Source: an optimization exercise on an open RTL-to-GDS flow (aim: small area). Production flows keep margins and buffers that such runs may drop. At most, simulation tests tie the RTL to the original design; equivalence was not proved. For run 6, only the layout was checked, not whether the RTL still works. Power and IR drop assume default switching activity.

==> constraint.sdc <==
create_clock -name core_clock -period 11.0 [get_ports {clk}]
set_input_delay 2.2000 -clock core_clock [delete_from_list [all_inputs] [get_ports {clk}]]
set_output_delay 2.2000 -clock core_clock [all_outputs]
set_load 0.01 [all_outputs]
==> flow/run.sh <==
#!/bin/bash
# Standard ORFS layout (the standard.sh) with the smallest buffer cell on the ports
# and a clock tree without dummy loads.
set -euo pipefail
export BUFFER_PORTS_ARGS="-buffer_cell sky130_fd_sc_hd__buf_1"
export CTS_ARGS="-sink_clustering_enable -repair_clock_nets -buf_list sky130_fd_sc_hd__clkbuf_8 -sink_clustering_size 16 -sink_clustering_max_diameter 80 -dont_use_dummy_load"
bash standard.sh > standard.log 2>&1
==> config.mk <==
export PLATFORM = sky130hd
export DESIGN_NAME = iot_filter_param
export DESIGN_NICKNAME = iot_filter_param
export VERILOG_FILES = /design/flow/design.v
export SDC_FILE = /design/flow/constraint.sdc
export NUM_CORES = 4
export LEC_CHECK = 0
export ABC_AREA = 1
export CAP_MARGIN = 20
export CORE_MARGIN = 2
export CORE_UTILIZATION = 40
export PLACE_DENSITY = 0.6
export SLEW_MARGIN = 20
==> design.v <==
module iot_filter_param #(
    parameter int IN_W  = 8,
    parameter int BEATS = 16,
    parameter int WORDS = 8
) (
    input  logic                     clk,
    input  logic                     rst,
    input  logic                     in_en,
    input  logic [IN_W-1:0]          iot_in,
    input  logic [2:0]               fn_sel,
    input  logic [IN_W*BEATS-1:0]    lo_bound,
    input  logic [IN_W*BEATS-1:0]    hi_bound,
    output logic                     busy,
    output logic                     valid,
    output logic [IN_W*BEATS-1:0]    iot_out
);
    localparam int WORD_W = IN_W * BEATS;
    localparam int LOG2W  = $clog2(WORDS);
    localparam int BCW    = $clog2(BEATS);
    logic              busy_r;
    logic              valid_r;
    logic [BCW-1:0]    beat_cnt;
    logic [LOG2W-1:0]  word_cnt;
    logic [2:0]        fn;
    logic              peak_vld;
    logic              chg;
    logic              ag, al, bg, bl;
    logic [WORD_W-1:0] acc;
    logic [LOG2W-1:0]  ext;
    logic [LOG2W-1:0]  lowp;
    logic [WORD_W-1:0] lo;
    logic [WORD_W-1:0] hi;
    logic [BEATS-1:0]  cy;
    logic              accept, rs, beat0, beatl;
    logic [2:0]        fn_e;
    logic              fold_now, fold_e;
    logic              is_max, is_min, is_avg, is_ext, is_rnd, force_b;
    logic [IN_W-1:0]   lo_b, hi_b, at, bt;
    logic              ag0, al0, bg0, bl0, eqa, eqb;
    logic              ag_n, al_n, bg_n, bl_n;
    logic              take;
    logic [IN_W-1:0]   addb;
    logic [IN_W:0]     sum;
    logic [LOG2W:0]    sum_lo;
    logic [IN_W-1:0]   nbyte;
    assign accept   = in_en && !busy_r;
    assign beat0    = (beat_cnt == '0);
    assign beatl    = (beat_cnt == BCW'(BEATS - 1));
    assign rs       = beat0 && (word_cnt == '0);
    assign fold_now = peak_vld && (fn_sel == fn);
    assign fn_e     = rs ? fn_sel : fn;
    assign fold_e   = rs ? fold_now : peak_vld;
    assign is_max   = (fn_e == 3'd1) || (fn_e == 3'd6);
    assign is_min   = (fn_e == 3'd2) || (fn_e == 3'd7);
    assign is_avg   = (fn_e == 3'd3);
    assign is_ext   = (fn_e[2:1] == 2'b10);
    assign is_rnd   = is_max || is_min || is_avg;
    assign force_b  = is_rnd && !fold_e && (word_cnt == '0);
    logic [BEATS-1:0] bsel;
    always_comb begin
        bsel = '0;
        bsel[beat_cnt] = 1'b1;
        lo_b = rs ? lo_bound[WORD_W-1 -: IN_W] : '0;
        hi_b = rs ? hi_bound[WORD_W-1 -: IN_W] : '0;
        for (int k = 0; k < BEATS; k++) begin
            lo_b = lo_b | ({IN_W{bsel[k] && !rs}} & lo[WORD_W-1-IN_W*k -: IN_W]);
            hi_b = hi_b | ({IN_W{bsel[k] && !rs}} & hi[WORD_W-1-IN_W*k -: IN_W]);
        end
    end
    assign at   = is_ext ? lo_b : acc[WORD_W-1 -: IN_W];
    assign bt   = hi_b;
    assign ag0  = !beat0 && ag;
    assign al0  = !beat0 && al;
    assign bg0  = !beat0 && bg;
    assign bl0  = !beat0 && bl;
    assign eqa  = !ag0 && !al0;
    assign eqb  = !bg0 && !bl0;
    assign ag_n = ag0 || (eqa && (iot_in > at));
    assign al_n = al0 || (eqa && (iot_in < at));
    assign bg_n = bg0 || (eqb && (iot_in > bt));
    assign bl_n = bl0 || (eqb && (iot_in < bt));
    assign take  = !is_rnd || force_b || (is_max && ag_n) || (is_min && al_n);
    assign addb   = {(beat0 ? {LOG2W{1'b0}} : lowp), iot_in[IN_W-1:LOG2W]};
    assign sum    = (force_b ? {IN_W{1'b0}} : at) + addb + (!force_b && cy[BEATS-1]);
    assign sum_lo = (force_b ? {LOG2W{1'b0}} : ext) + iot_in[LOG2W-1:0];
    assign nbyte  = is_avg ? sum[IN_W-1:0] : (take ? iot_in : at);
    always_ff @(posedge clk) begin
        if (rst) begin
            busy_r   <= 1'b0;
            valid_r  <= 1'b0;
            beat_cnt <= '0;
            word_cnt <= '0;
            peak_vld <= 1'b0;
        end else begin
            busy_r  <= accept && beatl;
            valid_r <= 1'b0;
            if (accept) begin
                beat_cnt <= beat_cnt + 1'b1;
                if (rs && fn_sel != fn) peak_vld <= 1'b0;
            end
            if (busy_r) begin
                word_cnt <= word_cnt + 1'b1;
                if (fn == 3'd4)
                    valid_r <= ag && bl;
                else if (fn == 3'd5)
                    valid_r <= al || bg;
                else if (word_cnt == LOG2W'(WORDS - 1) && fn != 3'd0)
                    valid_r <= chg;
                if (word_cnt == LOG2W'(WORDS - 1) && fn[2:1] == 2'b11)
                    peak_vld <= 1'b1;
            end
        end
    end
    always_ff @(posedge clk) begin
        if (accept) begin
            ag   <= ag_n;
            al   <= al_n;
            bg   <= bg_n;
            bl   <= bl_n;
            chg  <= (rs ? !fold_now : chg) || (is_max && ag_n) || (is_min && al_n);
            acc  <= {acc[WORD_W-IN_W-1:0], nbyte};
            lowp <= iot_in[LOG2W-1:0];
            cy   <= {cy[BEATS-2:1], cy[0] || (is_avg && !beat0 && sum[IN_W]),
                     is_avg && beatl && sum_lo[LOG2W]};
            if (beatl)
                ext <= sum_lo[LOG2W-1:0];
            if (rs) begin
                fn     <= fn_sel;
                lo     <= lo_bound;
                hi     <= hi_bound;
            end
        end
    end
    logic [BEATS:0]    bc;
    logic [BEATS-1:0]  bg_g, bg_p;
    logic [WORD_W-1:0] tot;
    for (genvar k = 0; k < BEATS; k++) begin : g_gp
        logic [IN_W-1:0] a;
        assign a       = acc[k*IN_W +: IN_W];
        assign bg_g[k] = a[0] & cy[k] & (&a[IN_W-1:1]);
        assign bg_p[k] = (a[0] | cy[k]) & (&a[IN_W-1:1]);
    end
    assign bc[0] = 1'b0;
    for (genvar k = 0; k < BEATS; k++) begin : g_bc
        assign bc[k+1] = bg_g[k] | (bg_p[k] & bc[k]);
    end
    for (genvar k = 0; k < BEATS; k++) begin : g_res
        logic [IN_W-1:0] a;
        logic [IN_W:0]   p;
        logic            c1;
        assign a    = acc[k*IN_W +: IN_W];
        assign c1   = (a[0] & cy[k]) | (bc[k] & (a[0] | cy[k]));
        assign tot[k*IN_W] = a[0] ^ cy[k] ^ bc[k];
        assign p[1] = 1'b1;
        for (genvar m = 1; m < IN_W; m++) begin : g_bit
            assign p[m+1] = p[m] & a[m];
            assign tot[k*IN_W+m] = a[m] ^ (c1 & p[m]);
        end
    end
    assign busy    = busy_r;
    assign valid   = valid_r;
    assign iot_out = valid_r ? tot : '0;
endmodule
==> standard.sh <==
#!/bin/bash
# synth_recipe.tcl (not shown) runs the flow's synth.tcl, then flattens the netlist and writes it again
# the make line also repeats each setting of config.mk as NAME=value (left out here)
make -C /OpenROAD-flow-scripts/flow DESIGN_CONFIG=/design/flow/config.mk WORK_HOME=/design/flow/orfs CLKGATE_MAP_FILE= SYNTH_SCRIPT=/design/flow/synth_recipe.tcl "${@:-finish}"
==> metrics.md, run 1 <==
| Metric | Value |
|---|---|
| Hold Path Class | register to register |
| Fmax achieved | 139 MHz |
| FF-to-FF path depth | 27 |
| Clock-pin slew reported for the worst setup and hold paths after clock tree synthesis | 100 ps |
| Fraction of layout cells with a size suffix above 1 | 0.0518 |
| WP data required | 8800 ps |
| Slew at the pin with the worst max-slew slack | 1120 ps |
| Yosys reg bits | 424 |
| CP delay by family, top | simple AND/OR/NAND/NOR gates |
| Post-CTS setup repair buffer count | 0 |
| Min Clock Period, post-route | a little over 7000 ps |
| Launching element type of the critical path | register |
| Overflow after GRT | 0 |
| Final setup violation count | 0 |
| CTS buffer count | 35 |
| Synthesis warning total | 1 |
| Slew Limit Fails | 0 |
| VDD IR max | 0.000112 V |
| Number of cell rows | 81 |
| Io pins | 400 |
| Setup Skew | 85.7 ps |
| Nets | 2512 |
| HPWL after detailed placement | 39700 um |
| Cell with the most instances on the worst path | sky130_fd_sc_hd__nand2_2 |
| H-tree Lvls | 2 |
| Final core utilization | 0.460 |
| Clock tree from TritonCTS | done |
| DRT iter0 DRCs | 1094 |
| Critical Path End Type | output pin |
| Routability Congestion | 0.870 |
| Die span in y | 226 um |
| Clock root cell | sky130_fd_sc_hd__clkbuf_8 |
| Die area | roughly 51000 um^2 |
| Pre-CTS WS | 4490 ps |
| Critical Path Stages | 41 |
| Post-Syn Instances | 1738 |
| Number of maximum-capacitance violations | 0 |
| Via total after detailed routing | 14100 |
| Resize count post-CTS | 0 |
| Async S/R FF share, synth | 0 |
| Buffers added on ports | 399 |
| Bufs on Longest Clock Path | 3 |
| Final Hold Fails | 0 |
| Data arrival time of the worst path | 4990 ps |
| Area growth from synthesis to layout | 14.0% |
| Fillers | approximately 4600 |
| Die Span X | 226 um |
| CP peak stage delay | 400 ps |
| Effective utilization at floorplan | 0.403 |
| Core footprint | 48700 um^2 |
| Sum of routed wire length over all layers | 53600 um |
| Wire length of the first global-routing pass | 79300 um |
| Number of synthesized flops with an enable pin | 414 |
| Kind of critical path | register to output pin |
| Initial antenna violation count | 15 |
| Pin count of the biggest net entering global routing | 108 |
| Share of the synthesized area in the top cell type | 0.632 |
| Filler-free cell count of the finished design | 2818 |
| Setup TNS after final layout | 0 ps |
| DRT Pass-1 Iters | 6 |
| Setup slack after layout | 3810 ps |
| Design Area, Final | about 22000 um^2 |
| Final Cycle Share | 0.654 |
| Synthesized area | 19700 um^2 |
| Via count of the first global-routing pass | 13900 |
| DRC Markers | 0 |
| Leading cell types by total area after synthesis | sky130_fd_sc_hd__edfxtp_1, sky130_fd_sc_hd__nand2_1, sky130_fd_sc_hd__ha_1, sky130_fd_sc_hd__inv_1, sky130_fd_sc_hd__nor2_1 |
| Avg Cell Area, Syn | 11.3 um^2 |
| Cell area after placement | 21900 um^2 |
| Main synth FF type | sky130_fd_sc_hd__edfxtp_1 |
| Setup repair after global routing missed its margin | false |
| Sequential area share after synthesis | 0.643 |
| Outcome | complete, no violations |
| Hold Path Stages | 0 |
| Synth cell types | 53 |
| Number of nets produced by synthesis | 2105 |
| Power density cells | 140 nW/um^2 |
| Rel. slew slack | 0.252 |
| Library cell contributing the largest single delay on the critical path | sky130_fd_sc_hd__fa_1 |
| P_leak | around 0.0086 uW |
| Total GRT Usage | 0.209 |
| Wire per inst | 19.0 um |
| Clock Latency Late Sink | 630 ps |
| Total number of clock tree sinks | 424 |
| Post-detailed-route count of antenna-violating nets | 0 |
| Number of instances in the placed design | 2772 |
| Maximum fanout along the worst path | 3 |
| Post-CTS Hold Fix Bufs | 0 |
| Worst path bufs/invs | 2 |
| Vias per cell | 4.99 |
| Synth area leader | sky130_fd_sc_hd__edfxtp_1 |
metal layers:
layer  track usage  part of all wire  vias to the layer above  routed length [um]
met1         0.257              0.41                     6651               22000
li1              -                 -                     6763                   -
met2         0.357              0.48                      530               26000
met3        0.0444             0.071                      105                3800
met4        0.0897             0.034                        6                1810
met5             0           0.00073                        -                  39
worst paths after layout:
kind	start	endpoint	slack (ps)
worst max-delay path	acc[0]	iot_out[127]	3810
worst min-delay path	acc[39]	acc[47]	460
worst max register to register	beat_cnt[1]	acc[6]	5080
worst min register to register	acc[39]	acc[47]	460
cells in the mapped netlist, types with 6 or more instances:
library cell               count
sky130_fd_sc_hd__nor3_1       17
sky130_fd_sc_hd__nand3_1      57
sky130_fd_sc_hd__fa_1         18
sky130_fd_sc_hd__dfxtp_1      10
sky130_fd_sc_hd__inv_2        20
sky130_fd_sc_hd__edfxtp_1    414
sky130_fd_sc_hd__ha_1         79
sky130_fd_sc_hd__inv_1       216
sky130_fd_sc_hd__o21ai_1       6
sky130_fd_sc_hd__a21oi_1      72
sky130_fd_sc_hd__nand2_2      24
sky130_fd_sc_hd__xnor2_1      18
sky130_fd_sc_hd__a221oi_1     19
sky130_fd_sc_hd__nor2_1      192
sky130_fd_sc_hd__clkbuf_1     21
sky130_fd_sc_hd__a211oi_1      8
sky130_fd_sc_hd__nand2_1     330
sky130_fd_sc_hd__buf_2         7
sky130_fd_sc_hd__nand4_1      40
sky130_fd_sc_hd__a22o_1       12
sky130_fd_sc_hd__o21ai_0      96
state kept, by name (all words and copies together), names as in the netlist, 3 cells and up:
| register | count |
|---|---|
| lo | 128 |
| acc | 128 |
| beat_cnt | 4 |
| cy | 16 |
| word_cnt | 3 |
| ext | 3 |
| lowp | 3 |
| fn | 3 |
| hi | 128 |
final cells by class:
type                    count  area (um^2)  area share
repair buffers            404         1540      0.0689
well taps                 664          831      0.0371
inverters                 237          895      0.0399
diodes                     11         27.5     0.00123
clock buffers              35          482      0.0215
multi-input cells        1043         5990       0.268
flip-flops and latches    424        12600       0.564
through the flow:
step	hold WS, ps	total power (uW)
final	456	3140
after global routing	459	3280
after CTS	450	3170
after detailed placement	438	2390
after global placement	440	2380
after floorplan	426	2250
power by group:
part           switching, uW  total (uW)  leakage, uW  internal (uW)
logic                    257         380      0.00432            124
clock network            497         784     0.000252            286
registers               61.5        1980      0.00404           1910
logic make-up after synthesis:
| family | after synthesis | share of synthesized area |
|---|---|---|
| buf+inv | 271 | 0.0528 |
| flops | 424 | 0.643 |
| compound gates | 248 | 0.0781 |
| fa+ha+maj | 97 | 0.0686 |
| xor+xnor | 23 | 0.0112 |
| simple gates | 675 | 0.147 |
placed cells by master, fill, tap and decap left out, types with 3 or more instances in the layout:
master,n
sky130_fd_sc_hd__fa_1,18
sky130_fd_sc_hd__nor3_1,17
sky130_fd_sc_hd__clkbuf_8,35
sky130_fd_sc_hd__edfxtp_1,414
sky130_fd_sc_hd__nor2_4,3
sky130_fd_sc_hd__buf_1,399
sky130_fd_sc_hd__buf_4,3
sky130_fd_sc_hd__o21ai_1,6
sky130_fd_sc_hd__a211oi_1,8
sky130_fd_sc_hd__dfxtp_1,9
sky130_fd_sc_hd__o21a_1,3
sky130_fd_sc_hd__diode_2,11
sky130_fd_sc_hd__nor2_1,191
sky130_fd_sc_hd__inv_1,215
sky130_fd_sc_hd__a21oi_1,72
sky130_fd_sc_hd__o211ai_1,3
sky130_fd_sc_hd__o31ai_1,4
sky130_fd_sc_hd__inv_2,20
sky130_fd_sc_hd__nor2_2,4
sky130_fd_sc_hd__a221oi_2,4
sky130_fd_sc_hd__nand2_2,24
sky130_fd_sc_hd__ha_1,79
sky130_fd_sc_hd__nand4_1,40
sky130_fd_sc_hd__nand2_1,330
sky130_fd_sc_hd__o22ai_1,4
sky130_fd_sc_hd__o21ai_0,96
sky130_fd_sc_hd__a2111oi_0,3
sky130_fd_sc_hd__a221oi_1,19
sky130_fd_sc_hd__xor2_1,4
sky130_fd_sc_hd__nand3_1,57
sky130_fd_sc_hd__a22o_1,12
sky130_fd_sc_hd__xnor2_1,18
==> run 2, diff against run 1 <==
--- a/config.mk
+++ b/config.mk
@@ -5,7 +5,7 @@
 export SDC_FILE = /design/flow/constraint.sdc
 export NUM_CORES = 4
 export LEC_CHECK = 0
-export ABC_AREA = 1
+export ABC_AREA = 0
 export CAP_MARGIN = 20
 export CORE_MARGIN = 2
 export CORE_UTILIZATION = 40
==> metrics.md, run 2 <==
| Metric | Value |
|---|---|
| Cell-by-cell listing of the critical path | ha_1, nand4_1, o41ai_1, nand4_1, a21oi_1, a211oi_1, a2bb2oi_1, o41ai_1, nand4_1, fa_1, inv_1, and3_1, and3_1, nand3_1, xor2_1, nor2_1, buf_1 |
| VDD IR max | 0.000144 V (was 0.000112 V) |
| Largest registers ranked by flip-flop count | acc x128, hi x128, lo x128 (unchanged) |
| Post-detailed-route count of antenna-violating nets | 0 (unchanged) |
| Power density cells | 141 nW/um^2 (was 140 nW/um^2) |
| Area growth from synthesis to layout | 13.8% (was 14.0%) |
| Slew at the pin with the worst max-slew slack | 1140 ps (was 1120 ps) |
| Worst Hold Slack | 487 ps (was 456 ps) |
| Clock-pin slew reported for the worst setup and hold paths after clock tree synthesis | 110 ps (was 100 ps) |
| Resize count post-CTS | 0 (unchanged) |
| Critical Path End Type | output pin (unchanged) |
| Post-Syn Instances | 1429 (was 1738) |
| P_leak | 0.00752 uW (was 0.00861 uW) |
| HPWL after detailed placement | 41000 um (was 39700 um) |
| Fraction of met3 tracks used by global routing | 0.0608 (was 0.0444) |
| Data arrival time of the worst path | 5120 ps (was 4990 ps) |
| Avg Cell Area, Syn | 13.7 um^2 (was 11.3 um^2) |
| Outcome | complete, no violations (unchanged) |
| Main synth FF type | sky130_fd_sc_hd__edfxtp_1 (unchanged) |
| Rel. slew slack | 0.240 (was 0.252) |
| Number of maximum-capacitance violations | 0 (unchanged) |
| Pin count of the biggest net entering global routing | 197 (was 108) |
| Number of synthesized flops with an enable pin | 414 (unchanged) |
| Sum of routed wire length over all layers | 55100 um (was 53600 um) |
| Core footprint | 47900 um^2 (was 48700 um^2) |
| DRC Markers | 0 (unchanged) |
| Met1 routing resource usage after global routing | 0.277 (was 0.257) |
| Met2 Use GR | 0.353 (was 0.357) |
| Maximum fanout along the worst path | 4 (was 3) |
| Clock tree from TritonCTS | done (unchanged) |
| Fmax achieved | 137 MHz (was 139 MHz) |
| Clock root cell | sky130_fd_sc_hd__clkbuf_8 (unchanged) |
| Setup repair after global routing missed its margin | false (unchanged) |
| Vias per cell | 5.43 (was 4.99) |
| Library cell contributing the largest single delay on the critical path | sky130_fd_sc_hd__o41ai_1 (was sky130_fd_sc_hd__fa_1) |
| Launching element type of the critical path | register (unchanged) |
| Effective utilization at floorplan | 0.407 (was 0.403) |
| Post-CTS setup repair buffer count | 0 (unchanged) |
| Die area | 50600 um^2 (was 50900 um^2) |
| Overflow after GRT | 0 (unchanged) |
| Synthesis warning total | 1 (unchanged) |
| Sequential area share after synthesis | 0.647 (was 0.643) |
| Share of the synthesized area in the top cell type | 0.637 (was 0.632) |
| WP data required | 8800 ps (about the same) |
| CP peak stage delay | 630 ps (was 400 ps) |
| Number of cell rows | 80 (was 81) |
| Nets | 2195 (was 2512) |
| Routability Congestion | 0.870 (about the same) |
| Hold Path Class | register to register (unchanged) |
| CTS buffer count | 34 (was 35) |
| Die span in y | 225 um (was 226 um) |
| Routing layer with the top usage in global route | met2 (unchanged) |
| Leading cell types by total area after synthesis | sky130_fd_sc_hd__edfxtp_1, sky130_fd_sc_hd__ha_1, sky130_fd_sc_hd__nor2_1, sky130_fd_sc_hd__xor2_1, sky130_fd_sc_hd__a22oi_1 (was sky130_fd_sc_hd__edfxtp_1, sky130_fd_sc_hd__nand2_1, sky130_fd_sc_hd__ha_1, sky130_fd_sc_hd__inv_1, sky130_fd_sc_hd__nor2_1) |
| Setup TNS after final layout | 0 ps (unchanged) |
| Initial antenna violation count | 14 (was 15) |
| Wire per inst | 22.5 um (was 19.0 um) |
| DRT iter0 DRCs | 1183 (was 1094) |
| Total number of clock tree sinks | 424 (unchanged) |
| Cell with the most instances on the worst path | sky130_fd_sc_hd__nand4_1 (was sky130_fd_sc_hd__nand2_2) |
| Slew Limit Fails | 0 (unchanged) |
| Synth cell types | 72 (was 53) |
| Number of nets produced by synthesis | 1796 (was 2105) |
| Clock Latency Late Sink | 620 ps (was 630 ps) |
| Count leader, synth | sky130_fd_sc_hd__edfxtp_1 (unchanged) |
| Leading cell types in the layout, fill and taps excluded | sky130_fd_sc_hd__edfxtp_1, sky130_fd_sc_hd__buf_1, sky130_fd_sc_hd__nor2_1, sky130_fd_sc_hd__ha_1, sky130_fd_sc_hd__inv_1 (was sky130_fd_sc_hd__edfxtp_1, sky130_fd_sc_hd__buf_1, sky130_fd_sc_hd__nand2_1, sky130_fd_sc_hd__inv_1, sky130_fd_sc_hd__nor2_1) |
| Die Span X | 225 um (was 226 um) |
| Bufs on Longest Clock Path | 3 (unchanged) |
| DRT Pass-1 Iters | 5 (was 6) |
| Min Clock Period, post-route | 7320 ps (was 7190 ps) |
| Synthesized area | 19500 um^2 (was 19700 um^2) |
| Synth area leader | sky130_fd_sc_hd__edfxtp_1 (unchanged) |
| Commonest non-fill, non-tap cell in the layout | sky130_fd_sc_hd__edfxtp_1 (unchanged) |
| Via count of the first global-routing pass | 13200 (was 13900) |
| Yosys reg bits | 424 (unchanged) |
| Total GRT Usage | 0.215 (was 0.209) |
| Sum of internal, switching and leakage power | 3120 uW (was 3140 uW) |
| Final Hold Fails | 0 (unchanged) |
| Most numerous cell types in the synthesized netlist | sky130_fd_sc_hd__edfxtp_1, sky130_fd_sc_hd__nor2_1, sky130_fd_sc_hd__ha_1 (was sky130_fd_sc_hd__edfxtp_1, sky130_fd_sc_hd__nand2_1, sky130_fd_sc_hd__inv_1) |
| Io pins | 400 (unchanged) |
| Buffers added on ports | 399 (unchanged) |
| Fraction of layout cells with a size suffix above 1 | 0.0455 (was 0.0518) |
| Async S/R FF share, synth | 0 (unchanged) |
| Post-CTS Hold Fix Bufs | 0 (unchanged) |
| Final Cycle Share | 0.666 (was 0.654) |
| Kind of critical path | register to output pin (unchanged) |
| Wire length of the first global-routing pass | 80700 um (was 79300 um) |
| Setup Skew | 72.2 ps (was 85.7 ps) |
| H-tree Lvls | 2 (unchanged) |
| Final setup violation count | 0 (unchanged) |
| Via total after detailed routing | 13300 (was 14100) |
-- run 2: changes by cell type in the layout (fill, tap and decap cells not counted), sizes merged, moves of 34 or more --
cell and delta:
and2 +34, o21ai -83, xor2 +54, nand2 -291, a22oi +67, inv -166, nor2 -51, a21oi -53
-- run 2: worst paths after layout --
kind | cells after the start | slack [ps] | start | end
setup / recovery | 17 | 3680 | cy[0] | iot_out[127]
hold / removal | 0 | 490 | acc[0] | acc[8]
setup reg to reg | 18 | 5400 | beat_cnt[1] | acc[3]
hold reg to reg | 0 | 490 | acc[0] | acc[8]
-- run 2: kinds of logic (layout without fill, tap and decap cells) --
group,Yosys count,after routing,synth area share
xor gates and xnor gates,107,107,0.0480
and+or+nand+nor,443,443,0.115
DFF,424,424,0.647
other,0,5,0
AOI/OAI and AO/OA,216,216,0.0849
adders and majority gates,97,97,0.0691
buffers and inverters,124,521,0.0260
muxes,18,18,0.00993
-- run 2: stage by stage --
step / setup WS [ps] / instance area, um^2 / util / instances
2_1_floorplan: 2620 / 19500 / - / 1429
3_3_place_gp: 4290 / 21700 / 0.453 / 2407
3_5_place_dp: 4260 / 21700 / 0.453 / 2407
4_1_cts: 3570 / 22200 / 0.463 / 2441
5_1_grt: 3300 / 22200 / 0.463 / 2444
6_report: 3680 / 22200 / 0.464 / 2446
-- run 2: cell type report --
class	instances	area [um^2]
antenna	5	12.5
clock buffer	34	468
fill	4388	25700
inverter	70	263
multi-input combinational	881	6430
sequential	424	12600
tap	615	769
timing repair buffer	417	1650
-- run 2: worst max-delay path: cells and delay by family (launching register included) --
family / cells / cell delay, ps
buffers and inverters: 2 / 250
AO/OA/AOI/OAI: 5 / 1880
adder cells (fa/ha/maj): 2 / 650
AND/OR/NAND/NOR: 7 / 1240
XOR/XNOR: 1 / 160
flip-flops: 1 / 380
-- run 2: per-layer routing --
metal / vias to the layer above / wire length, um
li1: 6142 / -
met1: 6487 / 22300
met2: 547 / 26300
met3: 90 / 5140
met4: 18 / 1300
met5: - / 123
-- run 2: where the power goes --
group	internal, uW	total, uW	switching [uW]
Sequential	1920	1990	69.1
Combinational	133	360	228
Clock	279	772	493
Total	2330	3120	790
==> run 3, diff against run 2 <==
--- a/config.mk
+++ b/config.mk
@@ -6,6 +6,7 @@
 export NUM_CORES = 4
 export LEC_CHECK = 0
 export ABC_AREA = 0
+export ABC_CLOCK_PERIOD_IN_PS = 30000
 export CAP_MARGIN = 20
 export CORE_MARGIN = 2
 export CORE_UTILIZATION = 40
==> metrics.md, run 3 <==
| Metric | Value |
|---|---|
| Routability Congestion | 0.870 (unchanged) |
| DRT iter0 DRCs | 1183 (unchanged) |
| Maximum fanout along the worst path | 4 (unchanged) |
| Clock tree from TritonCTS | done (unchanged) |
| Clock-pin slew reported for the worst setup and hold paths after clock tree synthesis | 110 ps (about the same) |
| Final core utilization | 0.464 (unchanged) |
| Number of nets produced by synthesis | 1796 (unchanged) |
| Sequential area share after synthesis | 0.647 (unchanged) |
| Post-Syn Instances | 1429 (unchanged) |
| Effective utilization at floorplan | 0.407 (unchanged) |
| Power density cells | 141 nW/um^2 (unchanged) |
| Clock power frac | 0.247 (about the same) |
| DRT Pass-1 Iters | 5 (unchanged) |
| Final setup violation count | 0 (unchanged) |
| Outcome | complete, no violations (unchanged) |
| Post-CTS setup repair buffer count | 0 (unchanged) |
| Number of maximum-capacitance violations | 0 (unchanged) |
| Reg2reg end | acc[3] (unchanged) |
| FF-to-FF path depth | 18 (unchanged) |
| Yosys reg bits | 424 (unchanged) |
| Nets | 2195 (unchanged) |
| Data arrival time of the worst path | 5120 ps (about the same) |
| Clock Latency Late Sink | 620 ps (about the same) |
| Rel. slew slack | 0.240 (unchanged) |
| Min Clock Period, post-route | 7320 ps (unchanged) |
| VDD IR max | 0.000144 V (unchanged) |
| Setup Skew | 72.2 ps (unchanged) |
| Sum of internal, switching and leakage power | 3120 uW (unchanged) |
| Post-CTS Hold Fix Bufs | 0 (unchanged) |
| Async S/R FF share, synth | 0 (unchanged) |
| WP data required | 8800 ps (about the same) |
| Vias per cell | 5.43 (unchanged) |
| Synthesis warning total | 1 (unchanged) |
| Number of synthesized flops with an enable pin | 414 (unchanged) |
| Wire length of the first global-routing pass | 80700 um (unchanged) |
| P_leak | 0.00752 uW (unchanged) |
| Sum of routed wire length over all layers | 55100 um (unchanged) |
| Core footprint | 47900 um^2 (unchanged) |
| Die span in y | 225 um (unchanged) |
| H-tree Lvls | 2 (unchanged) |
| Via total after detailed routing | 13300 (unchanged) |
| Buffers added on ports | 399 (unchanged) |
| Most numerous cell types in the synthesized netlist | sky130_fd_sc_hd__edfxtp_1, sky130_fd_sc_hd__nor2_1, sky130_fd_sc_hd__ha_1 (unchanged) |
| Total GRT Usage | 0.215 (unchanged) |
| Fillers | 4388 (unchanged) |
| Avg Cell Area, Syn | 13.7 um^2 (unchanged) |
| HPWL after detailed placement | 41000 um (unchanged) |
| CTS buffer count | 34 (unchanged) |
| Area taken by multi-input logic gates | 6430 um^2 (unchanged) |
| Launching element type of the critical path | register (unchanged) |
| Leading cell types by total area after synthesis | sky130_fd_sc_hd__edfxtp_1, sky130_fd_sc_hd__ha_1, sky130_fd_sc_hd__nor2_1, sky130_fd_sc_hd__xor2_1, sky130_fd_sc_hd__a22oi_1 (unchanged) |
| Leading cell types in the layout, fill and taps excluded | sky130_fd_sc_hd__edfxtp_1, sky130_fd_sc_hd__buf_1, sky130_fd_sc_hd__nor2_1, sky130_fd_sc_hd__ha_1, sky130_fd_sc_hd__inv_1 (unchanged) |
| Critical Path Source | cy[0] (unchanged) |
| Resize count post-CTS | 0 (unchanged) |
| End point of the critical path | iot_out[127] (unchanged) |
| Number of cell rows | 80 (unchanged) |
| Setup TNS after final layout | 0 ps (unchanged) |
| Logic pwr share | 0.115 (about the same) |
| Fmax achieved | 137 MHz (unchanged) |
| Post-detailed-route count of antenna-violating nets | 0 (unchanged) |
| Fraction of layout cells with a size suffix above 1 | 0.0455 (unchanged) |
| Final Cycle Share | 0.666 (unchanged) |
| Initial antenna violation count | 14 (unchanged) |
| Slew at the pin with the worst max-slew slack | 1140 ps (unchanged) |
| Synthesized area | 19500 um^2 (unchanged) |
| Area occupied by registers | 12600 um^2 (unchanged) |
| Count leader, synth | sky130_fd_sc_hd__edfxtp_1 (unchanged) |
| Synth area leader | sky130_fd_sc_hd__edfxtp_1 (unchanged) |
| Total number of clock tree sinks | 424 (unchanged) |
| Bufs on Longest Clock Path | 3 (unchanged) |
| Kind of critical path | register to output pin (unchanged) |
| Slew Limit Fails | 0 (unchanged) |
| Clock root cell | sky130_fd_sc_hd__clkbuf_8 (unchanged) |
| Total internal power | 2330 uW (unchanged) |
| Area growth from synthesis to layout | 13.8% (unchanged) |
| Largest registers ranked by flip-flop count | acc x128, hi x128, lo x128 (unchanged) |
| Seq pwr share | 0.638 (about the same) |
| Overflow after GRT | 0 (unchanged) |
| Final Hold Fails | 0 (unchanged) |
| Io pins | 400 (unchanged) |
| Synth cell types | 72 (unchanged) |
| DRC Markers | 0 (unchanged) |
| Die area | 50600 um^2 (unchanged) |
| Main synth FF type | sky130_fd_sc_hd__edfxtp_1 (unchanged) |
| Setup repair after global routing missed its margin | false (unchanged) |
| Hold Path Class | register to register (unchanged) |
| Critical Path End Type | output pin (unchanged) |
| Switching share of power | 0.253 (unchanged) |
| Via count of the first global-routing pass | 13200 (unchanged) |
| Wire per inst | 22.5 um (unchanged) |
| Psw | 790 uW (unchanged) |
| FF-to-FF setup slack | 5400 ps (about the same) |
| Die Span X | 225 um (unchanged) |
| Worst reg2reg startpoint | beat_cnt[1] (unchanged) |
| Pin count of the biggest net entering global routing | 197 (unchanged) |
| Share of the synthesized area in the top cell type | 0.637 (unchanged) |
| Commonest non-fill, non-tap cell in the layout | sky130_fd_sc_hd__edfxtp_1 (unchanged) |
## run 3: cell counts in the layout (fill, tap and decap cells not counted)
Identical to the previous run, type by type.
## run 3: cells by family (layout without fill, tap and decap cells)
logic type | after synthesis | count (layout) | synth area share
mux | 18 | 18 | 0.00993
buf+inv | 124 | 521 | 0.0260
other cells | 0 | 5 | 0
xor+xnor | 107 | 107 | 0.0480
flops | 424 | 424 | 0.647
fa+ha+maj | 97 | 97 | 0.0691
simple gates | 443 | 443 | 0.115
compound gates | 216 | 216 | 0.0849
## run 3: worst max-delay path: stages (launching register included)
cell and delay [ps]:
sky130_fd_sc_hd__edfxtp_1 380, sky130_fd_sc_hd__ha_1 210, sky130_fd_sc_hd__nand4_1 200, sky130_fd_sc_hd__o41ai_1 630, sky130_fd_sc_hd__nand4_1 240, sky130_fd_sc_hd__a21oi_1 440
sky130_fd_sc_hd__a211oi_1 180, sky130_fd_sc_hd__a2bb2oi_1 200, sky130_fd_sc_hd__o41ai_1 430, sky130_fd_sc_hd__nand4_1 180, sky130_fd_sc_hd__fa_1 440, sky130_fd_sc_hd__inv_1 90
sky130_fd_sc_hd__and3_1 200, sky130_fd_sc_hd__and3_1 220, sky130_fd_sc_hd__nand3_1 100, sky130_fd_sc_hd__xor2_1 160, sky130_fd_sc_hd__nor2_1 100, sky130_fd_sc_hd__buf_1 160
## run 3: layout make-up
class | instances | area share
Sequential cell | 424 | 0.568
Inverter | 70 | 0.0118
Tap cell | 615 | 0.0346
Multi-Input combinational cell | 881 | 0.289
Clock buffer | 34 | 0.0211
Timing Repair Buffer | 417 | 0.0742
Antenna cell | 5 | 0.000563
## run 3: per-layer routing
layer | vias up | GRT usage | part of all wire
met5 | - | 0 | 0.0022
met4 | 18 | 0.0641 | 0.024
met3 | 90 | 0.0608 | 0.093
met2 | 547 | 0.353 | 0.48
met1 | 6487 | 0.277 | 0.40
li1 | 6142 | - | -
## run 3: power groups by stage
stage / Clock [uW] / Combinational, uW / Sequential [uW]
3_3_place_gp: 0 / 353 / 2030
5_1_grt: 848 / 401 / 2010
6_report: 772 / 360 / 1990
4_1_cts: 796 / 363 / 1990
3_5_place_dp: 0 / 362 / 2030
2_1_floorplan: 0 / 230 / 2010
## run 3: worst min path at each step
stage	cells past startpoint	startpoint	slack (ps)	end
after floorplan	0	acc[0]	430	acc[8]
after global placement	0	acc[0]	440	acc[8]
after detailed placement	0	acc[0]	460	acc[8]
after CTS	0	acc[47]	490	acc[55]
after global routing	0	acc[0]	500	acc[8]
final	0	acc[0]	490	acc[8]
## run 3: through the flow
step	cell area, um^2	worst slack, ps	hold WS (ps)	std cells
finish	22200	3680	487	2446
global route	22200	3300	502	2444
CTS	22200	3570	487	2441
detailed placement	21700	4260	464	2407
global placement	21700	4290	444	2407
floorplan	19500	2620	433	1429
==> run 4, diff against run 3 <==
--- a/config.mk
+++ b/config.mk
@@ -5,7 +5,7 @@
 export SDC_FILE = /design/flow/constraint.sdc
 export NUM_CORES = 4
 export LEC_CHECK = 0
-export ABC_AREA = 0
+export ABC_AREA = 1
 export ABC_CLOCK_PERIOD_IN_PS = 30000
 export CAP_MARGIN = 20
 export CORE_MARGIN = 2
==> metrics.md, run 4 <==
| Metric | Value |
|---|---|
| Buffers added on ports | 399 (unchanged) |
| Sequential area share after synthesis | 0.643 (was 0.647) |
| HPWL after detailed placement | 39700 um (was 41000 um) |
| Main synth FF type | sky130_fd_sc_hd__edfxtp_1 (unchanged) |
| Share of the synthesized area in the top cell type | 0.632 (was 0.637) |
| P_leak | 0.00861 uW (was 0.00752 uW) |
| Leading cell types by total area after synthesis | sky130_fd_sc_hd__edfxtp_1, sky130_fd_sc_hd__nand2_1, sky130_fd_sc_hd__ha_1, sky130_fd_sc_hd__inv_1, sky130_fd_sc_hd__nor2_1 (was sky130_fd_sc_hd__edfxtp_1, sky130_fd_sc_hd__ha_1, sky130_fd_sc_hd__nor2_1, sky130_fd_sc_hd__xor2_1, sky130_fd_sc_hd__a22oi_1) |
| DRC Markers | 0 (unchanged) |
| Fmax achieved | 139 MHz (was 137 MHz) |
| Number of synthesized flops with an enable pin | 414 (unchanged) |
| End point of the critical path | iot_out[127] (unchanged) |
| Launching element type of the critical path | register (unchanged) |
| Hold Path Class | register to register (unchanged) |
| Final Cycle Share | 0.654 (was 0.666) |
| DRT Pass-1 Iters | 6 (was 5) |
| Post-CTS Hold Fix Bufs | 0 (unchanged) |
| Post-Syn Instances | 1738 (was 1429) |
| Synth cell types | 53 (was 72) |
| Pre-CTS WS | 4490 ps (was 4260 ps) |
| DRT iter0 DRCs | 1094 (was 1183) |
| Clock Latency Late Sink | 630 ps (was 620 ps) |
| Synthesis warning total | 1 (unchanged) |
| Cell with the most instances on the worst path | sky130_fd_sc_hd__nand2_2 (was sky130_fd_sc_hd__nand4_1) |
| Via total after detailed routing | 14100 (was 13300) |
| Largest registers ranked by flip-flop count | acc x128, hi x128, lo x128 (unchanged) |
| Wire per inst | 19.0 um (was 22.5 um) |
| Routability Congestion | 0.870 (about the same) |
| Reg2reg end | acc[6] (was acc[3]) |
| H-tree Lvls | 2 (unchanged) |
| Most numerous cell types in the synthesized netlist | sky130_fd_sc_hd__edfxtp_1, sky130_fd_sc_hd__nand2_1, sky130_fd_sc_hd__inv_1 (was sky130_fd_sc_hd__edfxtp_1, sky130_fd_sc_hd__nor2_1, sky130_fd_sc_hd__ha_1) |
| Logic pwr share | 0.121 (was 0.115) |
| Post-CTS setup repair buffer count | 0 (unchanged) |
| Setup repair after global routing missed its margin | false (unchanged) |
| Number of cell rows | 81 (was 80) |
| Sum of routed wire length over all layers | 53600 um (was 55100 um) |
| Slew at the pin with the worst max-slew slack | 1120 ps (was 1140 ps) |
| Clock power frac | 0.250 (was 0.247) |
| Initial antenna violation count | 15 (was 14) |
| Count leader, synth | sky130_fd_sc_hd__edfxtp_1 (unchanged) |
| Area growth from synthesis to layout | 14.0% (was 13.8%) |
| Slew Limit Fails | 0 (unchanged) |
| Die span in y | 226 um (was 225 um) |
| Bufs on Longest Clock Path | 3 (unchanged) |
| Clock root cell | sky130_fd_sc_hd__clkbuf_8 (unchanged) |
| Library cell contributing the largest single delay on the critical path | sky130_fd_sc_hd__fa_1 (was sky130_fd_sc_hd__o41ai_1) |
| Commonest non-fill, non-tap cell in the layout | sky130_fd_sc_hd__edfxtp_1 (unchanged) |
| Setup slack after layout | 3810 ps (was 3680 ps) |
| Kind of critical path | register to output pin (unchanged) |
| Synth area leader | sky130_fd_sc_hd__edfxtp_1 (unchanged) |
| Wire length of the first global-routing pass | 79300 um (was 80700 um) |
| Synthesized area | 19700 um^2 (was 19500 um^2) |
| Avg Cell Area, Syn | 11.3 um^2 (was 13.7 um^2) |
| Overflow after GRT | 0 (unchanged) |
| Maximum fanout along the worst path | 3 (was 4) |
| Post-detailed-route count of antenna-violating nets | 0 (unchanged) |
| Min Clock Period, post-route | 7190 ps (was 7320 ps) |
| Io pins | 400 (unchanged) |
| Fillers | 4598 (was 4388) |
| Final Hold Fails | 0 (unchanged) |
| Nets | 2512 (was 2195) |
| Die Span X | 226 um (was 225 um) |
| Pin count of the biggest net entering global routing | 108 (was 197) |
| Psw | 815 uW (was 790 uW) |
| Total GRT Usage | 0.209 (was 0.215) |
| Data arrival time of the worst path | 4990 ps (was 5120 ps) |
| Setup Skew | 85.7 ps (was 72.2 ps) |
| Clock-pin slew reported for the worst setup and hold paths after clock tree synthesis | 100 ps (was 110 ps) |
| Number of nets produced by synthesis | 2105 (was 1796) |
| Worst reg2reg startpoint | beat_cnt[1] (unchanged) |
| Yosys reg bits | 424 (unchanged) |
| Sum of internal, switching and leakage power | 3140 uW (was 3120 uW) |
| Seq pwr share | 0.629 (was 0.638) |
| Switching share of power | 0.260 (was 0.253) |
| Clock tree from TritonCTS | done (unchanged) |
| Rel. slew slack | 0.252 (was 0.240) |
| Die area | 50900 um^2 (was 50600 um^2) |
| Number of maximum-capacitance violations | 0 (unchanged) |
| Setup TNS after final layout | 0 ps (unchanged) |
| Leading cell types in the layout, fill and taps excluded | sky130_fd_sc_hd__edfxtp_1, sky130_fd_sc_hd__buf_1, sky130_fd_sc_hd__nand2_1, sky130_fd_sc_hd__inv_1, sky130_fd_sc_hd__nor2_1 (was sky130_fd_sc_hd__edfxtp_1, sky130_fd_sc_hd__buf_1, sky130_fd_sc_hd__nor2_1, sky130_fd_sc_hd__ha_1, sky130_fd_sc_hd__inv_1) |
| VDD IR max | 0.000112 V (was 0.000144 V) |
| Via count of the first global-routing pass | 13900 (was 13200) |
| CTS buffer count | 35 (was 34) |
| Critical Path End Type | output pin (unchanged) |
| Async S/R FF share, synth | 0 (unchanged) |
| Fraction of layout cells with a size suffix above 1 | 0.0518 (was 0.0455) |
| Total number of clock tree sinks | 424 (unchanged) |
| Outcome | complete, no violations (unchanged) |
| Vias per cell | 4.99 (was 5.43) |
| FF-to-FF path depth | 27 (was 18) |
| FF-to-FF setup slack | 5080 ps (was 5400 ps) |
| Core footprint | 48700 um^2 (was 47900 um^2) |
| Critical Path Source | acc[0] (was cy[0]) |
| Effective utilization at floorplan | 0.403 (was 0.407) |
| Total internal power | 2320 uW (was 2330 uW) |
| Power density cells | 140 nW/um^2 (was 141 nW/um^2) |
| WP data required | 8800 ps (about the same) |
| CP peak stage delay | 400 ps (was 630 ps) |
| Final setup violation count | 0 (unchanged) |
| Resize count post-CTS | 0 (unchanged) |
[run 4: worst min-delay path by stage]
stage               startpoint  endpoint  slack, ps  cells after the start
detailed placement     acc[79]   acc[87]        440                      0
global route           acc[39]   acc[47]        460                      0
finish                 acc[39]   acc[47]        460                      0
global placement        acc[0]    acc[8]        440                      0
CTS                    acc[39]   acc[47]        450                      0
floorplan              acc[95]  acc[103]        430                      0
[run 4: power groups by stage]
stage               clock (uW)  combinational (uW)  sequential (uW)
global placement             0                 371             2010
CTS                        806                 383             1980
detailed placement           0                 382             2010
global route               859                 431             1990
finish                     784                 380             1980
floorplan                    0                 241             2010
[run 4: routing by layer]
metal,part of all wire,track usage
met5,0.00073,0
met4,0.034,0.0897
met3,0.071,0.0444
met1,0.41,0.257
met2,0.48,0.357
[run 4: stage by stage]
stage / instance area [um^2] / hold slack (ps) / std cells / utilization
after floorplan: 19700 / 426 / 1738 / -
final: 22400 / 456 / 2818 / 0.460
after global routing: 22400 / 459 / 2817 / 0.460
after global placement: 21900 / 440 / 2772 / 0.449
after detailed placement: 21900 / 438 / 2772 / 0.449
after CTS: 22400 / 450 / 2807 / 0.459
[run 4: critical path: cells and delay by family (launching register included)]
kind,cells,cell delay (ps)
flops,1,360
fa+ha+maj,2,580
compound gates,3,460
buf+inv,2,290
simple gates,34,2690
[run 4: layout make-up]
type	instances	area (um^2)	share of cell area
Timing Repair Buffer	404	1540	0.0689
Antenna cell	11	27.5	0.00123
Inverter	237	895	0.0399
Sequential cell	424	12600	0.564
Multi-Input combinational cell	1043	5990	0.268
Tap cell	664	831	0.0371
Clock buffer	35	482	0.0215
[run 4: cells by family after synthesis]
| kind of cell | after synthesis | share of synthesized area |
|---|---|---|
| fa+ha+maj | 97 | 0.0686 |
| flops | 424 | 0.643 |
| buf+inv | 271 | 0.0528 |
| compound gates | 248 | 0.0781 |
| simple gates | 675 | 0.147 |
| xor+xnor | 23 | 0.0112 |
==> run 5, diff against run 4 <==
==> flow/run.sh (replaced) <==
#!/bin/bash
# Standard ORFS layout (the standard.sh) with the smallest buffer cell on the ports
# and a clock tree without dummy loads.
set -euo pipefail
export BUFFER_PORTS_ARGS="-buffer_cell sky130_fd_sc_hd__buf_1"
export CTS_ARGS="-sink_clustering_enable -repair_clock_nets -buf_list {sky130_fd_sc_hd__clkbuf_4 sky130_fd_sc_hd__clkbuf_8} -sink_clustering_size 12 -sink_clustering_max_diameter 60 -dont_use_dummy_load"
bash standard.sh > standard.log 2>&1
--- a/config.mk
+++ b/config.mk
@@ -6,7 +6,6 @@
 export NUM_CORES = 4
 export LEC_CHECK = 0
 export ABC_AREA = 1
-export ABC_CLOCK_PERIOD_IN_PS = 30000
 export CAP_MARGIN = 20
 export CORE_MARGIN = 2
 export CORE_UTILIZATION = 40
==> metrics.md, run 5 <==
| Metric | Value |
|---|---|
| Final Cycle Share | 0.648 (was 0.654) |
| Design Area, Final | 22600 um^2 (was 22400 um^2) |
| Logic pwr share | 0.117 (was 0.121) |
| Data arrival time of the worst path | 4930 ps (was 4990 ps) |
| Maximum fanout along the worst path | 3 (unchanged) |
| DRC Markers | 0 (unchanged) |
| Post-detailed-route count of antenna-violating nets | 0 (unchanged) |
| Io pins | 400 (unchanged) |
| Min Clock Period, post-route | 7130 ps (was 7190 ps) |
| Share of cell area taken by muxes after synthesis | 0 (unchanged) |
| Final setup violation count | 0 (unchanged) |
| Largest registers ranked by flip-flop count | acc x128, hi x128, lo x128 (unchanged) |
| Share of the synthesized area in the top cell type | 0.632 (unchanged) |
| Bufs on Longest Clock Path | 3 (unchanged) |
| Number of maximum-capacitance violations | 0 (unchanged) |
| Cell with the most instances on the worst path | sky130_fd_sc_hd__nand2_2 (unchanged) |
| Sequential area share after synthesis | 0.643 (unchanged) |
| Post-Syn Instances | 1738 (unchanged) |
| Pin count of the biggest net entering global routing | 108 (unchanged) |
| Avg Cell Area, Syn | 11.3 um^2 (unchanged) |
| Area growth from synthesis to layout | 14.8% (was 14.0%) |
| Die area | 50900 um^2 (unchanged) |
| Overflow after GRT | 0 (unchanged) |
| CP peak stage delay | 400 ps (about the same) |
| Outcome | complete, no violations (unchanged) |
| Die Span X | 226 um (unchanged) |
| Setup repair after global routing missed its margin | false (unchanged) |
| P_leak | 0.00868 uW (was 0.00861 uW) |
| Async S/R FF share, synth | 0 (unchanged) |
| Via count of the first global-routing pass | 13900 (about the same) |
| Post-CTS setup repair buffer count | 0 (unchanged) |
| Vias per cell | 4.98 (was 4.99) |
| Main combinational cell family by area after synthesis | simple AND/OR/NAND/NOR gates (unchanged) |
| Clock tree from TritonCTS | done (unchanged) |
| DRT Pass-1 Iters | 5 (was 6) |
| Routability Congestion | 0.870 (unchanged) |
| DRT iter0 DRCs | 1093 (was 1094) |
| Nets | 2522 (was 2512) |
| Buffers added on ports | 399 (unchanged) |
| Switching share of power | 0.258 (was 0.260) |
| Most numerous cell types in the synthesized netlist | sky130_fd_sc_hd__edfxtp_1, sky130_fd_sc_hd__nand2_1, sky130_fd_sc_hd__inv_1 (unchanged) |
| Worst Hold Slack | 416 ps (was 456 ps) |
| Seq pwr share | 0.610 (was 0.629) |
| Cell area after placement | 21900 um^2 (unchanged) |
| Power density cells | 143 nW/um^2 (was 140 nW/um^2) |
| Slew Limit Fails | 0 (unchanged) |
| Effective utilization at floorplan | 0.403 (unchanged) |
| Via total after detailed routing | 14100 (about the same) |
| Setup Skew | 75.8 ps (was 85.7 ps) |
| Core footprint | 48700 um^2 (unchanged) |
| Post-synthesis compound-gate area fraction | 0.0781 (unchanged) |
| Adder-Cell Fraction of Synth Area | 0.0686 (unchanged) |
| Synth area leader | sky130_fd_sc_hd__edfxtp_1 (unchanged) |
| Synthesized area | 19700 um^2 (unchanged) |
| H-tree Lvls | 2 (unchanged) |
| Clock Latency Late Sink | 650 ps (was 630 ps) |
| Sum of routed wire length over all layers | 53600 um (about the same) |
| Kind of critical path | register to output pin (unchanged) |
| FF-to-FF setup slack | 5120 ps (was 5080 ps) |
| Leading cell types by total area after synthesis | sky130_fd_sc_hd__edfxtp_1, sky130_fd_sc_hd__nand2_1, sky130_fd_sc_hd__ha_1, sky130_fd_sc_hd__inv_1, sky130_fd_sc_hd__nor2_1 (unchanged) |
| Count leader, synth | sky130_fd_sc_hd__edfxtp_1 (unchanged) |
| Wire per inst | 18.9 um (was 19.0 um) |
| Synthesis warning total | 1 (unchanged) |
| CTS buffer count | 45 (was 35) |
| Hold Path Class | register to register (unchanged) |
| Resize count post-CTS | 0 (unchanged) |
| Total internal power | 2400 uW (was 2320 uW) |
| Setup TNS after final layout | 0 ps (unchanged) |
| VDD IR max | 0.000103 V (was 0.000112 V) |
| Synthesized-area fraction occupied by and/or/nand/nor cells | 0.147 (unchanged) |
| Post-CTS Hold Fix Bufs | 0 (unchanged) |
| Library cell contributing the largest single delay on the critical path | sky130_fd_sc_hd__fa_1 (unchanged) |
| Fmax achieved | 140 MHz (was 139 MHz) |
| Die span in y | 226 um (unchanged) |
| Number of synthesized flops with an enable pin | 414 (unchanged) |
| Yosys reg bits | 424 (unchanged) |
| Fraction of layout cells with a size suffix above 1 | 0.0562 (was 0.0518) |
| WP data required | 8800 ps (about the same) |
| Launching element type of the critical path | register (unchanged) |
| Main synth FF type | sky130_fd_sc_hd__edfxtp_1 (unchanged) |
| Initial antenna violation count | 21 (was 15) |
| HPWL after detailed placement | 39700 um (unchanged) |
| Rel. slew slack | 0.264 (was 0.252) |
| Number of cell rows | 81 (unchanged) |
| Total GRT Usage | 0.210 (was 0.209) |
| Commonest non-fill, non-tap cell in the layout | sky130_fd_sc_hd__edfxtp_1 (unchanged) |
| Leading cell types in the layout, fill and taps excluded | sky130_fd_sc_hd__edfxtp_1, sky130_fd_sc_hd__buf_1, sky130_fd_sc_hd__nand2_1, sky130_fd_sc_hd__inv_1, sky130_fd_sc_hd__nor2_1 (unchanged) |
| Clock-pin slew reported for the worst setup and hold paths after clock tree synthesis | 90 ps (was 100 ps) |
| Clock root cell | sky130_fd_sc_hd__clkbuf_8 (unchanged) |
| Total number of clock tree sinks | 424 (unchanged) |
| Synth cell types | 53 (unchanged) |
| Share of the synthesized netlist area taken by xor and xnor gates | 0.0112 (unchanged) |
| Number of nets produced by synthesis | 2105 (unchanged) |
| Clock power frac | 0.272 (was 0.250) |
| Critical Path End Type | output pin (unchanged) |
| Psw | 836 uW (was 815 uW) |
| Wire length of the first global-routing pass | 79400 um (was 79300 um) |
| Final Hold Fails | 0 (unchanged) |
| Slew at the pin with the worst max-slew slack | 1100 ps (was 1120 ps) |
## run 5: cell counts after synthesis
Identical to the previous run, type by type.
## run 5: worst paths after layout
path,end,startpoint,cells past startpoint
worst min register to register,acc[119],acc[111],0
worst min-delay path,acc[119],acc[111],0
worst max-delay path,iot_out[127],acc[0],41
worst max register to register,acc[6],beat_cnt[1],27
## run 5: power by group through the flow
stage	clock network, uW	registers [uW]	logic, uW
2_1_floorplan	0	2010	241
3_3_place_gp	0	2010	371
3_5_place_dp	0	2010	382
4_1_cts	910	1980	383
5_1_grt	965	1990	431
6_report	881	1980	380
## run 5: cells by family (layout without fill, tap and decap cells)
kind of cell	after synthesis	after routing
AOI/OAI and AO/OA	248	248
xor gates and xnor gates	23	23
adders and majority gates	97	97
buffers and inverters	271	686
DFF	424	424
other	0	19
and+or+nand+nor	675	675
## run 5: final cells by class
class,count,area [um^2]
Fill cell,4560,26200
Sequential cell,424,12600
Multi-Input combinational cell,1043,5990
Timing Repair Buffer,404,1540
Inverter,237,895
Tap cell,664,831
Clock buffer,45,619
Antenna cell,19,47.5
## run 5: critical path, delay by kind of cell, from the launching register on
| family | cells | cell delay (ps) |
|---|---|---|
| flops | 1 | 340 |
| simple gates | 34 | 2620 |
| buf+inv | 2 | 290 |
| fa+ha+maj | 2 | 580 |
| compound gates | 3 | 460 |
## run 5: per-layer routing
metal | vias up | share of wire | global-route usage
li1 | 6791 | - | -
met1 | 6660 | 0.40 | 0.254
met2 | 561 | 0.48 | 0.351
met3 | 111 | 0.080 | 0.0514
met4 | 4 | 0.040 | 0.103
met5 | - | 0.00050 | 0
## run 5: through the flow
stage / total power, uW / utilization / setup slack, ps / instances
2_1_floorplan: 2250 / - / 1500 / 1738
3_3_place_gp: 2380 / 0.449 / 4580 / 2772
3_5_place_dp: 2390 / 0.449 / 4490 / 2772
4_1_cts: 3270 / 0.462 / 3810 / 2817
5_1_grt: 3380 / 0.463 / 3250 / 2831
6_report: 3240 / 0.463 / 3870 / 2836
==> run 6, diff against run 5 <==
--- a/design.v
+++ b/design.v
@@ -30,7 +30,7 @@
     logic [LOG2W-1:0]  lowp;
     logic [WORD_W-1:0] lo;
     logic [WORD_W-1:0] hi;
-    logic [BEATS-1:0]  cy;
+    logic [BEATS-1:0]  cy;      
     logic              accept, rs, beat0, beatl;
     logic [2:0]        fn_e;
     logic              fold_now, fold_e;
@@ -81,7 +81,7 @@
     assign bl_n = bl0 || (eqb && (iot_in < bt));
     assign take  = !is_rnd || force_b || (is_max && ag_n) || (is_min && al_n);
     assign addb   = {(beat0 ? {LOG2W{1'b0}} : lowp), iot_in[IN_W-1:LOG2W]};
-    assign sum    = (force_b ? {IN_W{1'b0}} : at) + addb + (!force_b && cy[BEATS-1]);
+    assign sum    = (force_b ? {IN_W{1'b0}} : at) + addb + (!force_b && hi_b[0]);
     assign sum_lo = (force_b ? {LOG2W{1'b0}} : ext) + iot_in[LOG2W-1:0];
     assign nbyte  = is_avg ? sum[IN_W-1:0] : (take ? iot_in : at);
     always_ff @(posedge clk) begin
@@ -120,8 +120,11 @@
             chg  <= (rs ? !fold_now : chg) || (is_max && ag_n) || (is_min && al_n);
             acc  <= {acc[WORD_W-IN_W-1:0], nbyte};
             lowp <= iot_in[LOG2W-1:0];
-            cy   <= {cy[BEATS-2:1], cy[0] || (is_avg && !beat0 && sum[IN_W]),
-                     is_avg && beatl && sum_lo[LOG2W]};
+            if (!rs && is_avg) begin
+                for (int q = 0; q < BEATS - 1; q++)
+                    if (beat_cnt == BCW'(q + 1)) hi[IN_W*(BEATS-1-q)] <= sum[IN_W];
+                if (beatl) hi[0] <= sum_lo[LOG2W];
+            end
             if (beatl)
                 ext <= sum_lo[LOG2W-1:0];
             if (rs) begin
@@ -132,6 +135,9 @@
         end
     end
     logic [BEATS:0]    bc;
+    for (genvar k = 0; k < BEATS; k++) begin : g_cy
+        assign cy[k] = hi[IN_W*k] && (fn == 3'd3);
+    end
     logic [BEATS-1:0]  bg_g, bg_p;
     logic [WORD_W-1:0] tot;
     for (genvar k = 0; k < BEATS; k++) begin : g_gp
==> flow/run.sh (replaced) <==
#!/bin/bash
# Standard ORFS layout (the standard.sh) with the smallest buffer cell on the ports
# and a clock tree without dummy loads.
set -euo pipefail
export BUFFER_PORTS_ARGS="-buffer_cell sky130_fd_sc_hd__buf_1"
export CTS_ARGS="-sink_clustering_enable -repair_clock_nets -buf_list sky130_fd_sc_hd__clkbuf_8 -sink_clustering_size 16 -sink_clustering_max_diameter 80 -dont_use_dummy_load"
bash standard.sh > standard.log 2>&1
==> metrics.md, run 6 <==
| Metric | Value |
|---|---|
| Via total after detailed routing | 14500 (was 14100) |
| Met2 wire length | 27400 um (was 25500 um) |
| Launching element type of the critical path | register (unchanged) |
| Power density cells | 138 nW/um^2 (was 143 nW/um^2) |
| Wire length of the first global-routing pass | 82900 um (was 79400 um) |
| Post-CTS Hold Fix Bufs | 0 (unchanged) |
| Fillers | 4493 (was 4560) |
| Worst Hold Slack | 441 ps (was 416 ps) |
| Rel. slew slack | 0.299 (was 0.264) |
| Uppermost layer routed | met5 (unchanged) |
| Final Hold Fails | 0 (unchanged) |
| Clock root cell | sky130_fd_sc_hd__clkbuf_8 (unchanged) |
| Sum of routed wire length over all layers | 56200 um (was 53600 um) |
| Buffers added on ports | 399 (unchanged) |
| Clock Latency Late Sink | 630 ps (was 650 ps) |
| Critical Path Stages | 44 (was 41) |
| Outcome | complete, no violations (unchanged) |
| Number of cell rows | 80 (was 81) |
| Synthesized area | 19500 um^2 (was 19700 um^2) |
| Post-route met1 wirelength | 23400 um (was 21600 um) |
| Number of nets produced by synthesis | 2159 (was 2105) |
| Clock-pin slew reported for the worst setup and hold paths after clock tree synthesis | 90 ps (about the same) |
| Worst path bufs/invs | 2 (unchanged) |
| Min Clock Period, post-route | 7850 ps (was 7130 ps) |
| Synth area leader | sky130_fd_sc_hd__edfxtp_1 (unchanged) |
| HPWL after detailed placement | 41100 um (was 39700 um) |
| Worst reg2reg startpoint | beat_cnt[0] (was beat_cnt[1]) |
| Most numerous cell types in the synthesized netlist | sky130_fd_sc_hd__edfxtp_1, sky130_fd_sc_hd__nand2_1, sky130_fd_sc_hd__inv_1 (unchanged) |
| Clock tree from TritonCTS | done (unchanged) |
| Hold Path Class | register to register (unchanged) |
| Avg Cell Area, Syn | 10.9 um^2 (was 11.3 um^2) |
| Leading cell types by total area after synthesis | sky130_fd_sc_hd__edfxtp_1, sky130_fd_sc_hd__nand2_1, sky130_fd_sc_hd__ha_1, sky130_fd_sc_hd__inv_1, sky130_fd_sc_hd__nor2_1 (unchanged) |
| Async S/R FF share, synth | 0 (unchanged) |
| Data arrival time of the worst path | 5650 ps (was 4930 ps) |
| Io pins | 400 (unchanged) |
| Setup TNS after final layout | 0 ps (unchanged) |
| Slew Limit Fails | 0 (unchanged) |
| Effective utilization at floorplan | 0.408 (was 0.403) |
| Final core utilization | 0.464 (was 0.463) |
| Nets | 2567 (was 2522) |
| Wire per inst | 20.0 um (was 18.9 um) |
| WP data required | 8800 ps (about the same) |
| Area growth from synthesis to layout | 14.0% (was 14.8%) |
| Setup Skew | 73.9 ps (was 75.8 ps) |
| Cell with the most instances on the worst path | sky130_fd_sc_hd__nand2_2 (unchanged) |
| Filler-free cell count of the finished design | 2815 (was 2836) |
| FF-to-FF path depth | 27 (unchanged) |
| Vias per cell | 5.16 (was 4.98) |
| CP delay by family, top | simple AND/OR/NAND/NOR gates (unchanged) |
| Yosys reg bits | 408 (was 424) |
| Share of the synthesized area in the top cell type | 0.612 (was 0.632) |
| Largest registers ranked by flip-flop count | acc x128, hi x128, lo x128 (unchanged) |
| Main synth FF type | sky130_fd_sc_hd__edfxtp_1 (unchanged) |
| Pin count of the biggest net entering global routing | 192 (was 108) |
| Post-detailed-route count of antenna-violating nets | 0 (unchanged) |
| Met3 wirelength from detailed routing | 3800 um (was 4290 um) |
| CTS buffer count | 34 (was 45) |
| Synthesis warning total | 1 (unchanged) |
| Total GRT Usage | 0.220 (was 0.210) |
| H-tree Lvls | 2 (unchanged) |
| Kind of critical path | register to output pin (unchanged) |
| Reg2reg end | hi[120] (was acc[6]) |
| VDD IR max | 0.000117 V (was 0.000103 V) |
| Final Cycle Share | 0.713 (was 0.648) |
| Post-Syn Instances | 1790 (was 1738) |
| Routability Congestion | 0.860 (was 0.870) |
| Maximum fanout along the worst path | 8 (was 3) |
| Resize count post-CTS | 0 (unchanged) |
| Sum of internal, switching and leakage power | 3080 uW (was 3240 uW) |
| Critical Path Source | fn[2] (was acc[0]) |
| Synth cell types | 55 (was 53) |
| Leading cell types in the layout, fill and taps excluded | sky130_fd_sc_hd__buf_1, sky130_fd_sc_hd__edfxtp_1, sky130_fd_sc_hd__nand2_1, sky130_fd_sc_hd__inv_1, sky130_fd_sc_hd__nor2_1 (was sky130_fd_sc_hd__edfxtp_1, sky130_fd_sc_hd__buf_1, sky130_fd_sc_hd__nand2_1, sky130_fd_sc_hd__inv_1, sky130_fd_sc_hd__nor2_1) |
| Critical Path End Type | output pin (unchanged) |
| Setup repair after global routing missed its margin | false (unchanged) |
| Total number of clock tree sinks | 408 (was 424) |
| Via count of the first global-routing pass | 14200 (was 13900) |
| DRT Pass-1 Iters | 5 (unchanged) |
| Bufs on Longest Clock Path | 3 (unchanged) |
| Die area | 50600 um^2 (was 50900 um^2) |
| Post-CTS setup repair buffer count | 0 (unchanged) |
| Core footprint | 47900 um^2 (was 48700 um^2) |
| DRC Markers | 0 (unchanged) |
| Initial antenna violation count | 4 (was 21) |
| Die span in y | 225 um (was 226 um) |
| Number of maximum-capacitance violations | 0 (unchanged) |
| FF-to-FF setup slack | 4610 ps (was 5120 ps) |
| Die Span X | 225 um (was 226 um) |
| Overflow after GRT | 0 (unchanged) |
| End point of the critical path | iot_out[127] (unchanged) |
| Number of synthesized flops with an enable pin | 398 (was 414) |
| Sequential area share after synthesis | 0.622 (was 0.643) |
| Final setup violation count | 0 (unchanged) |
| P_leak | 0.00872 uW (was 0.00868 uW) |
| Library cell contributing the largest single delay on the critical path | sky130_fd_sc_hd__edfxtp_1 (was sky130_fd_sc_hd__fa_1) |
| CP peak stage delay | 480 ps (was 400 ps) |
| DRT iter0 DRCs | 1235 (was 1093) |
| Commonest non-fill, non-tap cell in the layout | sky130_fd_sc_hd__buf_1 (was sky130_fd_sc_hd__edfxtp_1) |
| Number of instances in the placed design | 2777 (was 2772) |
| Slew at the pin with the worst max-slew slack | 1050 ps (was 1100 ps) |
| Fraction of layout cells with a size suffix above 1 | 0.0496 (was 0.0562) |
| Fmax achieved | 127 MHz (was 140 MHz) |
| Count leader, synth | sky130_fd_sc_hd__edfxtp_1 (unchanged) |
## run 6: cell types whose count changed after synthesis, sizes merged, moves of 10 or more
cell | before | now
nand2 | 354 | 385
o21ai | 104 | 114
nor2 | 199 | 213
nand3 | 60 | 48
edfxtp | 414 | 398
xnor2 | 18 | 4
## run 6: kinds of logic (layout without fill, tap and decap cells)
kind of cell	after synthesis	after routing	synth area share
buffers and inverters	281	687	0.0559
DFF	408	408	0.622
AOI/OAI and AO/OA	288	288	0.0945
adders and majority gates	99	99	0.0703
xor gates and xnor gates	9	9	0.00499
and+or+nand+nor	705	705	0.152
other	0	4	0
## run 6: final cells by class
type	count	area, um^2	share of cell area
multi-input cells	1101	6340	0.285
diodes	4	10.0	0.000449
repair buffers	413	1620	0.0725
flip-flops and latches	408	12200	0.546
well taps	615	769	0.0346
clock buffers	34	468	0.0210
inverters	240	916	0.0411
## run 6: layer usage
| layer | vias up | global-route usage |
|---|---|---|
| met1 | 6903 | 0.281 |
| met4 | 4 | 0.0827 |
| met5 | - | 0 |
| li1 | 6958 | - |
| met3 | 96 | 0.0405 |
| met2 | 560 | 0.375 |
## run 6: how the worst min path moves through the flow
stage / to / depth (start not counted) / slack, ps / from
floorplan: acc[103] / 0 / 430 / acc[95]
global placement: acc[47] / 0 / 440 / acc[39]
detailed placement: acc[123] / 0 / 440 / acc[115]
CTS: acc[123] / 0 / 450 / acc[115]
global route: acc[123] / 0 / 470 / acc[115]
finish: acc[123] / 0 / 440 / acc[115]
## run 6: power breakdown
part / internal (uW) / switching [uW] / leakage [uW] / total (uW)
Combinational: 125 / 276 / 0.00460 / 401
Sequential: 1850 / 57.7 / 0.00388 / 1900
Clock: 279 / 492 / 0.000244 / 771
Total: 2250 / 826 / 0.00872 / 3080
## run 6: stage by stage
stage / setup slack (ps) / cell area, um^2
6_report: 3150 / 22300
5_1_grt: 2450 / 22300
4_1_cts: 2980 / 22300
3_5_place_dp: 3630 / 21800
3_3_place_gp: 3800 / 21800
2_1_floorplan: 1200 / 19500

## afterwards: timing with drivers on the ports
The flow's constraints put no driver on any port. The routed layouts listed below were extracted and timed again, unchanged, in two steps.
Step 1 (the two cells are an assumption about what drives the block):
set clk [get_ports {clk}]
set_driving_cell -lib_cell sky130_fd_sc_hd__clkbuf_16 $clk
set_driving_cell -lib_cell sky130_fd_sc_hd__buf_2 [delete_from_list [all_inputs] $clk]
Step 2 times the ports against the registers' clock, not the clock port: input delays grow and output delays shrink by t, the midpoint of the rising clock arrivals with the driver on.
Three values: ideal, step 1, step 2; two values: the first two.
| run | t (ns) | setup slack, ns | worst setup path at the end | worst register clock-pin slew, ns |
|---|---|---|---|---|
| run 1 | 0.639 | 3.809 / 3.758 / 4.397 | register to output | 0.11 / 0.11 |
| run 2 | 0.631 | 3.677 / 3.622 / 4.254 | register to output | 0.11 / 0.11 |
| run 3 | 0.631 | 3.677 / 3.622 / 4.254 | register to output | 0.11 / 0.11 |
| run 4 | 0.639 | 3.809 / 3.758 / 4.397 | register to output | 0.11 / 0.11 |
| run 5 | 0.647 | 3.873 / 3.823 / 4.470 | register to output | 0.09 / 0.09 |
| run 6 | 0.644 | 3.152 / 3.102 / 3.746 | register to output | 0.11 / 0.11 |
After both steps setup and hold are still met in every run listed.
